What follows belongs to an exercise in optimizing a design on an open flow for small area, a short achievable clock period and few clock cycles; a production flow would make more cautious choices. The RTL was checked by simulation tests, not by an equivalence proof against the original design. Power is estimated from default activity; no workload was simulated.

==> 09-26 <==
==> flow/design.v <==
`default_nettype none
module intx_pacer (
    input  wire logic   clk_sys,
    input  wire logic   rst,
    input  wire logic   int_rdy,
    output logic        int_assert
);
    localparam logic [31:0] LFSR_TAPS = 32'h0000_00ae;
    localparam int          HOLD_W    = $clog2(64);
    typedef enum logic [1:0] {
        ST_REQ,
        ST_DRAW,
        ST_HOLD
    } state_t;
    state_t             state;
    logic [31:0]        lfsr;
    logic [HOLD_W-1:0]  hold_cnt;
    logic               int_q;
    assign int_assert = int_q;
    always_ff @(posedge clk_sys)
    begin
        if (rst)
            lfsr <= 32'h097d_7840;
        else if (state == ST_DRAW)
            lfsr <= {lfsr[30:0], lfsr[31]} ^ (lfsr[31] ? LFSR_TAPS : 32'h0);
    end
    always_ff @(posedge clk_sys)
    begin
        if (rst)
            hold_cnt <= '0;
        else if (state == ST_HOLD)
            hold_cnt <= hold_cnt + 1'b1;
    end
    always_ff @(posedge clk_sys)
    begin
        if (rst)
        begin
            state <= ST_REQ;
            int_q <= 1'b0;
        end
        else
        begin
            case (state)
                ST_REQ:
                begin
                    int_q <= !(int_q && int_rdy);
                    if (int_q && int_rdy)
                        state <= ST_DRAW;
                end
                ST_DRAW:
                begin
                    if (lfsr > 32'h6000_0000)
                        state <= ST_HOLD;
                end
                ST_HOLD:
                begin
                    if (&hold_cnt)
                    begin
                        int_q <= 1'b1;
                        state <= ST_REQ;
                    end
                end
                default:
                begin
                    state <= ST_REQ;
                end
            endcase
        end
    end
endmodule
`default_nettype wire
`default_nettype none
module pcie_tlp_bridge
(
    input  wire logic           clk_sys,
    input  wire logic           rst,
    input  wire logic [63:0]    rx_data,
    input  wire logic [7:0]     rx_keep,
    input  wire logic           rx_last,
    input  wire logic           rx_valid,
    output logic                rx_ready,
    output logic [63:0]         tx_data,
    output logic [7:0]          tx_keep,
    output logic                tx_last,
    output logic                tx_valid,
    input  wire logic           tx_ready,
    input  wire logic           int_rdy,
    output logic                int_assert
);
    logic [31:0]    q_lo   [3];
    logic [31:0]    q_hi   [3];
    logic           q_two  [3];
    logic           q_last [3];
    logic [2:0]     t;
    logic [2:0]     t_nx;
    logic           c1, c2;
    logic           c1_nx, c2_nx;
    logic           rdy_q;
    logic           two;
    logic           take;
    logic           pop;
    logic           cl1, cl2;        
    logic [3:0]     at;              
    assign two  = rx_keep[4];
    assign take = rx_valid && rdy_q;
    assign pop  = t[0] && tx_ready;
    assign rx_ready = rdy_q;
    assign tx_valid = t[0];
    assign tx_data  = {q_hi[0], q_lo[0]};
    assign tx_keep  = q_two[0] ? 8'hff : 8'h0f;
    assign tx_last  = q_last[0];
    assign at = {t[2], t[1] && !t[2], t[0] && !t[1], !t[0]};
    always_comb
    begin
        cl1   = 1'b0;
        cl2   = 1'b0;
        c1_nx = c1;
        c2_nx = c2;
        if (take)
        begin
            if (c2)
            begin
                cl2   = 1'b1;
                c2_nx = 1'b0;
            end
            else if (c1)
            begin
                cl2   = two;
                cl1   = !two && rx_last;
                c1_nx = 1'b0;
                c2_nx = !two && !rx_last;
            end
            else
            begin
                cl1   = rx_last;
                c1_nx = !rx_last && !two;
                c2_nx = !rx_last && two;
            end
        end
        case ({cl2, cl1, pop})
            3'b001:  t_nx = {1'b0, t[2:1]};
            3'b010:  t_nx = {t[1:0], 1'b1};
            3'b100:  t_nx = {t[0], 2'b11};
            3'b101:  t_nx = {t[1:0], 1'b1};
            default: t_nx = t;
        endcase
    end
    always_ff @(posedge clk_sys)
    begin
        if (rst)
        begin
            t     <= 3'b000;
            c1    <= 1'b0;
            c2    <= 1'b0;
            rdy_q <= 1'b1;
        end
        else
        begin
            t     <= t_nx;
            c1    <= c1_nx;
            c2    <= c2_nx;
            rdy_q <= (c1_nx || c2_nx) ? !t_nx[1] : !t_nx[2];
        end
    end
    logic [31:0]    w_lo;
    logic [31:0]    w_hi;
    logic           w_two_cur;
    logic           w_last_cur;
    logic           w_two_nxt;
    logic [2:0]     cur0, cur1, nxt0, nxt1;      
    logic [2:0]     lo0, lo1, hi0, hi1, cf0, cf1;
    logic [2:0]     lo_en, lo_w, hi_en, hi_w, fl_en, fl_cur, fl_nxt;
    assign w_lo       = c1 ? rx_data[63:32] : rx_data[31:0];
    assign w_hi       = c1 ? rx_data[31:0]  : rx_data[63:32];
    assign w_two_cur  = c1 || two;
    assign w_last_cur = rx_last && !(c1 && two);
    assign w_two_nxt  = c2 && two;
    assign cur0 = {3{rdy_q}} & at[2:0];
    assign nxt0 = {3{rdy_q}} & {at[1:0], 1'b0};
    assign cur1 = {3{rdy_q}} & at[3:1];
    assign nxt1 = {3{rdy_q}} & at[2:0];
    assign lo0  = (cur0 & {3{!c1 && !c2}}) | nxt0;
    assign lo1  = (cur1 & {3{!c1 && !c2}}) | nxt1;
    assign hi0  = (cur0 & {3{!c2}}) | nxt0;
    assign hi1  = (cur1 & {3{!c2}}) | nxt1;
    assign cf0  = cur0 & {3{!c2}};
    assign cf1  = cur1 & {3{!c2}};
    assign lo_en = pop ? {lo1[2], 2'b11} : lo0;
    assign lo_w  = pop ? lo1 : 3'b111;
    assign hi_en = pop ? {hi1[2], 2'b11} : hi0;
    assign hi_w  = pop ? hi1 : 3'b111;
    assign fl_en = pop ? {cf1[2] | nxt1[2], 2'b11} : (cf0 | nxt0);
    assign fl_cur = pop ? cf1 : cf0;
    assign fl_nxt = pop ? nxt1 : nxt0;
    always_ff @(posedge clk_sys)
    begin
        for (int i = 0; i < 2; i++)
        begin
            if (lo_en[i])
                q_lo[i] <= lo_w[i] ? w_lo : q_lo[i + 1];
            if (hi_en[i])
                q_hi[i] <= hi_w[i] ? w_hi : q_hi[i + 1];
            if (fl_en[i])
            begin
                if (fl_cur[i])
                begin
                    q_two[i]  <= w_two_cur;
                    q_last[i] <= w_last_cur;
                end
                else if (fl_nxt[i])
                begin
                    q_two[i]  <= w_two_nxt;
                    q_last[i] <= rx_last;
                end
                else
                begin
                    q_two[i]  <= q_two[i + 1];
                    q_last[i] <= q_last[i + 1];
                end
            end
        end
        if (lo_en[2])
            q_lo[2] <= w_lo;
        if (hi_en[2])
            q_hi[2] <= w_hi;
        if (fl_en[2])
        begin
            q_two[2]  <= fl_cur[2] ? w_two_cur : w_two_nxt;
            q_last[2] <= fl_cur[2] ? w_last_cur : rx_last;
        end
    end
    intx_pacer i_intx_pacer (
        .clk_sys    ( clk_sys    ),
        .rst        ( rst        ),
        .int_rdy    ( int_rdy    ),
        .int_assert ( int_assert )
    );
endmodule
`default_nettype wire
==> flow/flow/run.sh <==
#!/bin/bash
# The standard layout (standard.sh), with the port buffers inserted as
# buf_1 cells and a clock tree built without dummy load cells. Its full
# output goes to standard.log.
export BUFFER_PORTS_ARGS="-buffer_cell sky130_fd_sc_hd__buf_1"
export CTS_ARGS="-sink_clustering_enable -repair_clock_nets -sink_clustering_size 24 -sink_clustering_max_diameter 80 -buf_list {sky130_fd_sc_hd__clkbuf_16} -dont_use_dummy_load -distance_between_buffers 1000 -branching_point_buffers_distance 1000"
bash standard.sh > standard.log 2>&1
==> flow/standard.sh <==
#!/bin/bash
# synth_recipe.tcl (not shown) runs the flow's synth.tcl, then flattens the netlist and writes it again
# the make line also repeats each setting of config.mk as NAME=value (left out here)
make -C /OpenROAD-flow-scripts/flow DESIGN_CONFIG=/design/flow/config.mk WORK_HOME=/design/flow/orfs CLKGATE_MAP_FILE= SYNTH_SCRIPT=/design/flow/synth_recipe.tcl "${@:-finish}"
==> flow/config.mk <==
export PLATFORM = sky130hd
export DESIGN_NAME = pcie_tlp_bridge
export DESIGN_NICKNAME = pcie_tlp_bridge
export VERILOG_FILES = /design/flow/design.v
export SDC_FILE = /design/flow/constraint.sdc
export NUM_CORES = 4
export LEC_CHECK = 0
export ABC_CLOCK_PERIOD_IN_PS = 2000
export CAP_MARGIN = 20
export CORE_MARGIN = 2
export CORE_UTILIZATION = 60
export CTS_BUF_LIST = sky130_fd_sc_hd__clkbuf_4 sky130_fd_sc_hd__clkbuf_8
export SETUP_SLACK_MARGIN = 2.85
export SLEW_MARGIN = 20
==> flow/constraint.sdc <==
create_clock -name core_clock -period 5.0 [get_ports {clk_sys}]
set_input_delay 1.0000 -clock core_clock [delete_from_list [all_inputs] [get_ports {clk_sys}]]
set_output_delay 1.0000 -clock core_clock [all_outputs]
set_load 0.01 [all_outputs]
==> inputs of 02-05, as changes to 09-26 <==
--- a/flow/design.v
+++ b/flow/design.v
@@ -196,8 +196,8 @@
     begin
-        for (int i = 0; i < 2; i++)
+        for (int i = 0; i < 3; i++)
         begin
             if (lo_en[i])
-                q_lo[i] <= lo_w[i] ? w_lo : q_lo[i + 1];
+                q_lo[i] <= lo_w[i] ? w_lo : q_lo[(i + 1) % 3];
             if (hi_en[i])
-                q_hi[i] <= hi_w[i] ? w_hi : q_hi[i + 1];
+                q_hi[i] <= hi_w[i] ? w_hi : q_hi[(i + 1) % 3];
             if (fl_en[i])
@@ -216,15 +216,6 @@
                 begin
-                    q_two[i]  <= q_two[i + 1];
-                    q_last[i] <= q_last[i + 1];
-                end
-            end
-        end
-        if (lo_en[2])
-            q_lo[2] <= w_lo;
-        if (hi_en[2])
-            q_hi[2] <= w_hi;
-        if (fl_en[2])
-        begin
-            q_two[2]  <= fl_cur[2] ? w_two_cur : w_two_nxt;
-            q_last[2] <= fl_cur[2] ? w_last_cur : rx_last;
+                    q_two[i]  <= q_two[(i + 1) % 3];
+                    q_last[i] <= q_last[(i + 1) % 3];
+                end
+            end
         end
==> flow/flow/run.sh (replaced) <==
#!/bin/bash
# The standard layout (standard.sh), with the port buffers inserted as
# buf_1 cells and a clock tree built without dummy load cells. Its full
# output goes to standard.log.
export BUFFER_PORTS_ARGS="-buffer_cell sky130_fd_sc_hd__buf_1"
export CTS_ARGS="-sink_clustering_enable -repair_clock_nets -sink_clustering_size 20 -sink_clustering_max_diameter 60 -buf_list {sky130_fd_sc_hd__clkbuf_16} -dont_use_dummy_load"
bash standard.sh > standard.log 2>&1
==> summary.txt <==
09-26 produced a clean layout. 02-05 produced a clean layout.
In 02-05 the clock skew is lower than in 09-26, by 0.0056 ns.
In 09-26 the total power is smaller than in 02-05, by 6.9%.
Of 02-05 and 09-26, 02-05 has the higher count of clock-buffer cells in the layout (gap 5).
In 09-26 the synthesized cell count is smaller than in 02-05, by 9.1%.
Sequential share of layout area: 02-05 is lower than 09-26 (3.7 points).
Combinational power: 09-26 is smaller than 02-05 (about 10%).
Against 02-05, the worst setup slack of 09-26 is lower by 0.0038 ns.
Of 02-05 and 09-26, 02-05 has the higher die area (gap 6.5%, measured against 09-26).
Wire length: 02-05 is larger than 09-26 (about 20%).
Between 09-26 and 02-05, the lower synthesized area is in 09-26 (gap about 6%, measured against 02-05).
Against 02-05, the register-to-register slack of 09-26 is better by 0.02 ns.
Testbench counts of 09-26, summed over its fixed seeds: cycles 28,534.
Testbench counts of 02-05, summed over its fixed seeds: cycles 28,534.

==> re-timing with driven ports <==
The results above use ideal ports. As a check the final layouts listed here were re-extracted and re-timed, cells and wires unchanged. Step 1: set_driving_cell puts a clkbuf_16 on clk_sys and a buf_2 on each other input, an assumption about the parent block. Step 2 adds t to the input delays and takes it off the output delays; t is the mean of the earliest and latest rising clock arrival at the registers after step 1. Input paths then give back, and output paths get back, about the clock's delay inside the block. a / b / c = ideal ports / drivers / drivers and shift; a / b = the first two.
run | shift t [ns] | setup WS [ns] | hold slack, ns | slew at the worst register clock pin (ns)
09-26 | 0.506 | 2.880 / 2.836 / 2.403 | 0.479 / 0.479 / 0.479 | 0.10 / 0.10
02-05 | 0.530 | 2.884 / 2.836 / 2.458 | 0.473 / 0.473 / 0.473 | 0.08 / 0.08
After both steps every run listed still meets setup and hold. The setup slack of 09-26, which loses most, moves by -0.044 ns with the drivers and by -0.477 ns with both steps.
